This design comes from an exercise in tuning for small area, a short achievable clock period and few clock cycles on the open sky130 flow, not from production work.
Only simulation tests tie the RTL to the original design; equivalence was not proved.

Design udp_bridge_top, start of the top module:
module udp_bridge_top #(
	parameter udp_bridge_pkg::mac_addr_t LOCAL_MAC       = udp_bridge_pkg::DEF_LOCAL_MAC,
	parameter udp_bridge_pkg::ip_addr_t  LOCAL_IP        = udp_bridge_pkg::DEF_LOCAL_IP,
	parameter udp_bridge_pkg::ip_addr_t  BCAST_IP        = udp_bridge_pkg::DEF_BCAST_IP,
	parameter udp_bridge_pkg::udp_port_t LOCAL_PORT      = udp_bridge_pkg::DEF_LOCAL_PORT,
	parameter int                        FIFO_ADDR_WIDTH = 4
) (
	input  logic                         clk,
	input  logic                         rst_n,
	input  logic                         tx_axis_tvalid,
	output logic                         tx_axis_tready,
	input  udp_bridge_pkg::stream_data_t tx_axis_tdata,
	input  udp_bridge_pkg::stream_keep_t tx_axis_tkeep,
	input  logic                         tx_axis_tlast,
	output logic                         rx_axis_tvalid,
	input  logic                         rx_axis_tready,
	output udp_bridge_pkg::stream_data_t rx_axis_tdata,
	output udp_bridge_pkg::stream_keep_t rx_axis_tkeep,
	output logic                         rx_axis_tlast,
	output logic                         udp_tx_tvalid,
	output logic                         udp_tx_tlast,
	output udp_bridge_pkg::stream_keep_t udp_tx_tkeep,
	output udp_bridge_pkg::stream_data_t udp_tx_tdata,
	output udp_bridge_pkg::mac_addr_t    udp_tx_mac_src,
	output udp_bridge_pkg::mac_addr_t    udp_tx_mac_dest,
	output udp_bridge_pkg::ip_addr_t     udp_tx_ip_src,
	output udp_bridge_pkg::ip_addr_t     udp_tx_ip_dest,
	output udp_bridge_pkg::udp_port_t    udp_tx_port_src,
	output udp_bridge_pkg::udp_port_t    udp_tx_port_dest,
	input  logic                         udp_tx_tready,
	input  logic                         udp_rx_tvalid,
	input  logic                         udp_rx_tlast,
	input  udp_bridge_pkg::stream_keep_t udp_rx_tkeep,
	input  udp_bridge_pkg::stream_data_t udp_rx_tdata,
	input  udp_bridge_pkg::mac_addr_t    udp_rx_mac_src,
	input  udp_bridge_pkg::ip_addr_t     udp_rx_ip_src,
	input  udp_bridge_pkg::ip_addr_t     udp_rx_ip_dest,
	input  udp_bridge_pkg::udp_port_t    udp_rx_port_src,
	input  udp_bridge_pkg::udp_port_t    udp_rx_port_dest,
	output logic                         udp_rx_tready
);
==> module udp_bridge_top, before the edit <==
module udp_bridge_top #(
	parameter udp_bridge_pkg::mac_addr_t LOCAL_MAC       = udp_bridge_pkg::DEF_LOCAL_MAC,
	parameter udp_bridge_pkg::ip_addr_t  LOCAL_IP        = udp_bridge_pkg::DEF_LOCAL_IP,
	parameter udp_bridge_pkg::ip_addr_t  BCAST_IP        = udp_bridge_pkg::DEF_BCAST_IP,
	parameter udp_bridge_pkg::udp_port_t LOCAL_PORT      = udp_bridge_pkg::DEF_LOCAL_PORT,
	parameter int                        FIFO_ADDR_WIDTH = 4
) (
	input  logic                         clk,
	input  logic                         rst_n,
	input  logic                         tx_axis_tvalid,
	output logic                         tx_axis_tready,
	input  udp_bridge_pkg::stream_data_t tx_axis_tdata,
	input  udp_bridge_pkg::stream_keep_t tx_axis_tkeep,
	input  logic                         tx_axis_tlast,
	output logic                         rx_axis_tvalid,
	input  logic                         rx_axis_tready,
	output udp_bridge_pkg::stream_data_t rx_axis_tdata,
	output udp_bridge_pkg::stream_keep_t rx_axis_tkeep,
	output logic                         rx_axis_tlast,
	output logic                         udp_tx_tvalid,
	output logic                         udp_tx_tlast,
	output udp_bridge_pkg::stream_keep_t udp_tx_tkeep,
	output udp_bridge_pkg::stream_data_t udp_tx_tdata,
	output udp_bridge_pkg::mac_addr_t    udp_tx_mac_src,
	output udp_bridge_pkg::mac_addr_t    udp_tx_mac_dest,
	output udp_bridge_pkg::ip_addr_t     udp_tx_ip_src,
	output udp_bridge_pkg::ip_addr_t     udp_tx_ip_dest,
	output udp_bridge_pkg::udp_port_t    udp_tx_port_src,
	output udp_bridge_pkg::udp_port_t    udp_tx_port_dest,
	input  logic                         udp_tx_tready,
	input  logic                         udp_rx_tvalid,
	input  logic                         udp_rx_tlast,
	input  udp_bridge_pkg::stream_keep_t udp_rx_tkeep,
	input  udp_bridge_pkg::stream_data_t udp_rx_tdata,
	input  udp_bridge_pkg::mac_addr_t    udp_rx_mac_src,
	input  udp_bridge_pkg::ip_addr_t     udp_rx_ip_src,
	input  udp_bridge_pkg::ip_addr_t     udp_rx_ip_dest,
	input  udp_bridge_pkg::udp_port_t    udp_rx_port_src,
	input  udp_bridge_pkg::udp_port_t    udp_rx_port_dest,
	output logic                         udp_rx_tready
);
	logic        rx_v;
	logic [72:0] rx_q;
	logic        rx_in_pkt;       
	logic        rx_acc_q;        
	logic        accept;
	logic        pass;
	logic        rx_xfer;
	logic        rx_first_acc;
	assign accept = (udp_rx_port_dest == LOCAL_PORT) &&
	                ((udp_rx_ip_dest == LOCAL_IP) || (udp_rx_ip_dest == BCAST_IP));
	assign pass   = rx_in_pkt ? rx_acc_q : accept;
	assign udp_rx_tready = !rx_v || rx_axis_tready;
	assign rx_xfer       = udp_rx_tvalid && udp_rx_tready;
	assign rx_first_acc  = rx_xfer && !rx_in_pkt && accept;
	always_ff @(posedge clk or negedge rst_n) begin
		if (!rst_n) begin
			rx_v      <= 1'b0;
			rx_in_pkt <= 1'b0;
			rx_acc_q  <= 1'b0;
		end else begin
			if (udp_rx_tready)
				rx_v <= rx_xfer && pass;
			if (rx_xfer) begin
				rx_in_pkt <= !udp_rx_tlast;
				rx_acc_q  <= pass;
			end
		end
	end
	always_ff @(posedge clk) begin
		if (udp_rx_tready)
			rx_q <= {udp_rx_tlast, udp_rx_tkeep, udp_rx_tdata};
	end
	assign rx_axis_tvalid = rx_v;
	assign {rx_axis_tlast, rx_axis_tkeep, rx_axis_tdata} = rx_q;
	udp_bridge_pkg::mac_addr_t peer_mac;
	udp_bridge_pkg::ip_addr_t  peer_ip;
	udp_bridge_pkg::udp_port_t peer_port;
	udp_bridge_pkg::mac_addr_t peer_mac_n;
	udp_bridge_pkg::ip_addr_t  peer_ip_n;
	udp_bridge_pkg::udp_port_t peer_port_n;
	assign peer_mac_n  = rx_first_acc ? udp_rx_mac_src  : peer_mac;
	assign peer_ip_n   = rx_first_acc ? udp_rx_ip_src   : peer_ip;
	assign peer_port_n = rx_first_acc ? udp_rx_port_src : peer_port;
	always_ff @(posedge clk or negedge rst_n) begin
		if (!rst_n) begin
			peer_mac  <= udp_bridge_pkg::BCAST_MAC;
			peer_ip   <= BCAST_IP;
			peer_port <= LOCAL_PORT;
		end else begin
			peer_mac  <= peer_mac_n;
			peer_ip   <= peer_ip_n;
			peer_port <= peer_port_n;
		end
	end
	logic        tx_v;
	logic [72:0] tx_q;
	logic        tx_in_pkt;       
	udp_bridge_pkg::mac_addr_t hdr_mac;
	udp_bridge_pkg::ip_addr_t  hdr_ip;
	udp_bridge_pkg::udp_port_t hdr_port;
	assign tx_axis_tready = !tx_v || udp_tx_tready;
	always_ff @(posedge clk or negedge rst_n) begin
		if (!rst_n) begin
			tx_v      <= 1'b0;
			tx_in_pkt <= 1'b0;
		end else begin
			if (tx_axis_tready)
				tx_v <= tx_axis_tvalid;
			if (tx_axis_tvalid && tx_axis_tready)
				tx_in_pkt <= !tx_axis_tlast;
		end
	end
	always_ff @(posedge clk) begin
		if (tx_axis_tready)
			tx_q <= {tx_axis_tlast, tx_axis_tkeep, tx_axis_tdata};
	end
	always_ff @(posedge clk) begin
		if (tx_axis_tready && !tx_in_pkt) begin
			hdr_mac  <= peer_mac_n;
			hdr_ip   <= peer_ip_n;
			hdr_port <= peer_port_n;
		end
	end
	assign udp_tx_tvalid = tx_v;
	assign {udp_tx_tlast, udp_tx_tkeep, udp_tx_tdata} = tx_q;
	assign udp_tx_mac_src   = LOCAL_MAC;
	assign udp_tx_ip_src    = LOCAL_IP;
	assign udp_tx_port_src  = LOCAL_PORT;
	assign udp_tx_mac_dest  = hdr_mac;
	assign udp_tx_ip_dest   = hdr_ip;
	assign udp_tx_port_dest = hdr_port;
endmodule
clock: 5.0 ns
lec_check: 0
abc_area: 1
cap_margin: 20
core_area: 2 2 143 143
die_area: 0 0 145 145
setup_slack_margin: 2.6
slew_margin: 20
standard.sh (not shown) runs the stock make flow with config.mk's settings and CLKGATE_MAP_FILE= SYNTH_SCRIPT=/design/flow/synth_recipe.tcl, a recipe that flattens the netlist after the stock synthesis.
==> flow/flow/run.sh <==
#!/bin/bash
# The standard ORFS flow (the standard.sh, unchanged synthesis), with:
#  - ports buffered with the smallest buffer instead of the default choice
#  - clock tree built from larger clusters, without dummy loads
#  - the constant outputs driven from one shared tie cell
set -euo pipefail
export BUFFER_PORTS_ARGS="-buffer_cell sky130_fd_sc_hd__buf_1"
export PLACE_PINS_ARGS="-min_distance 1 -min_distance_in_tracks"
export CTS_ARGS="-sink_clustering_enable -repair_clock_nets -dont_use_dummy_load -sink_clustering_size 30 -sink_clustering_max_diameter 80 -buf_list {sky130_fd_sc_hd__clkbuf_4 sky130_fd_sc_hd__clkbuf_8 sky130_fd_sc_hd__clkbuf_16}"
bash standard.sh floorplan > standard_floorplan.log 2>&1
R=orfs/results/sky130hd/udp_bridge_top/base
printf 'read_db %s\nsource flow/share_ties.tcl\nwrite_db %s\n' $R/2_floorplan.odb $R/2_floorplan.odb > share_ties_run.tcl
openroad -no_init -exit share_ties_run.tcl > share_ties.log 2>&1
bash standard.sh finish > standard.log 2>&1
Other scripts of this flow, unchanged in this note and not shown: flow/flow/share_ties.tcl
Testbench counts at the start, summed over its fixed seeds: cycles 8,840.
Edit:
--- a/flow/design.v
+++ b/flow/design.v
@@ -100,39 +100,38 @@
 	assign {rx_axis_tlast, rx_axis_tkeep, rx_axis_tdata} = rx_q;
 	udp_bridge_pkg::mac_addr_t peer_mac;
 	udp_bridge_pkg::ip_addr_t  peer_ip;
 	udp_bridge_pkg::udp_port_t peer_port;
-	udp_bridge_pkg::mac_addr_t peer_mac_n;
-	udp_bridge_pkg::ip_addr_t  peer_ip_n;
-	udp_bridge_pkg::udp_port_t peer_port_n;
-	assign peer_mac_n  = rx_first_acc ? udp_rx_mac_src  : peer_mac;
-	assign peer_ip_n   = rx_first_acc ? udp_rx_ip_src   : peer_ip;
-	assign peer_port_n = rx_first_acc ? udp_rx_port_src : peer_port;
 	always_ff @(posedge clk or negedge rst_n) begin
 		if (!rst_n) begin
 			peer_mac  <= udp_bridge_pkg::BCAST_MAC;
 			peer_ip   <= BCAST_IP;
 			peer_port <= LOCAL_PORT;
-		end else begin
-			peer_mac  <= peer_mac_n;
-			peer_ip   <= peer_ip_n;
-			peer_port <= peer_port_n;
+		end else if (rx_first_acc) begin
+			peer_mac  <= udp_rx_mac_src;
+			peer_ip   <= udp_rx_ip_src;
+			peer_port <= udp_rx_port_src;
 		end
 	end
-	logic        tx_v;
+	logic        tx_v;            
+	logic        tx_hide;         
 	logic [72:0] tx_q;
 	logic        tx_in_pkt;       
+	logic        tx_first_push;
 	udp_bridge_pkg::mac_addr_t hdr_mac;
 	udp_bridge_pkg::ip_addr_t  hdr_ip;
 	udp_bridge_pkg::udp_port_t hdr_port;
-	assign tx_axis_tready = !tx_v || udp_tx_tready;
+	assign tx_axis_tready = !tx_v || (udp_tx_tready && !tx_hide);
+	assign tx_first_push  = tx_axis_tvalid && tx_axis_tready && !tx_in_pkt;
 	always_ff @(posedge clk or negedge rst_n) begin
 		if (!rst_n) begin
 			tx_v      <= 1'b0;
+			tx_hide   <= 1'b0;
 			tx_in_pkt <= 1'b0;
 		end else begin
 			if (tx_axis_tready)
 				tx_v <= tx_axis_tvalid;
+			tx_hide <= (tx_first_push || tx_hide) && rx_first_acc;
 			if (tx_axis_tvalid && tx_axis_tready)
 				tx_in_pkt <= !tx_axis_tlast;
 		end
 	end
@@ -140,15 +139,15 @@
 		if (tx_axis_tready)
 			tx_q <= {tx_axis_tlast, tx_axis_tkeep, tx_axis_tdata};
 	end
 	always_ff @(posedge clk) begin
-		if (tx_axis_tready && !tx_in_pkt) begin
-			hdr_mac  <= peer_mac_n;
-			hdr_ip   <= peer_ip_n;
-			hdr_port <= peer_port_n;
+		if (tx_first_push || tx_hide) begin
+			hdr_mac  <= peer_mac;
+			hdr_ip   <= peer_ip;
+			hdr_port <= peer_port;
 		end
 	end
-	assign udp_tx_tvalid = tx_v;
+	assign udp_tx_tvalid = tx_v && !tx_hide;
 	assign {udp_tx_tlast, udp_tx_tkeep, udp_tx_tdata} = tx_q;
 	assign udp_tx_mac_src   = LOCAL_MAC;
 	assign udp_tx_ip_src    = LOCAL_IP;
 	assign udp_tx_port_src  = LOCAL_PORT;
Result:
- The changed run completed without violations
- cell count rose by about 1%
- die area is unchanged
- global-route usage rose by 0.50 points
- synthesized cell count rose by 0.72%
- clock-buffer cell count stays the same
- fmax fell by about 0.4%
Testbench counts after the change, summed over its fixed seeds: cycles 8,841.

port drivers added, routing unchanged:
Ports are ideal in the flow. The routed layouts listed here were re-timed in OpenROAD. Step 1: set_driving_cell puts a clkbuf_16 on clk and a buf_2 on each other input, an assumption about the parent block. Step 2 adds t to the input delays and takes it off the output delays; t is the mean of the earliest and latest rising clock arrival at the registers after step 1. Input paths then give back, and output paths get back, about the clock's delay inside the block. a / b / c = ideal / step 1 / step 2; a / b = the first two.
run	t, ns	setup WS [ns]	worst hold slack (ns)	worst slew at a driven data input, ns
the first run	0.525	2.627 / 2.576 / 2.217	0.472 / 0.472 / 0.472	0.13
the second run	0.525	2.617 / 2.550 / 2.204	0.456 / 0.456 / 0.456	0.12
After both steps setup and hold are still met in every run listed. The setup slack of the second run, which loses most, moves by -0.067 ns with the drivers and by -0.413 ns with both steps.
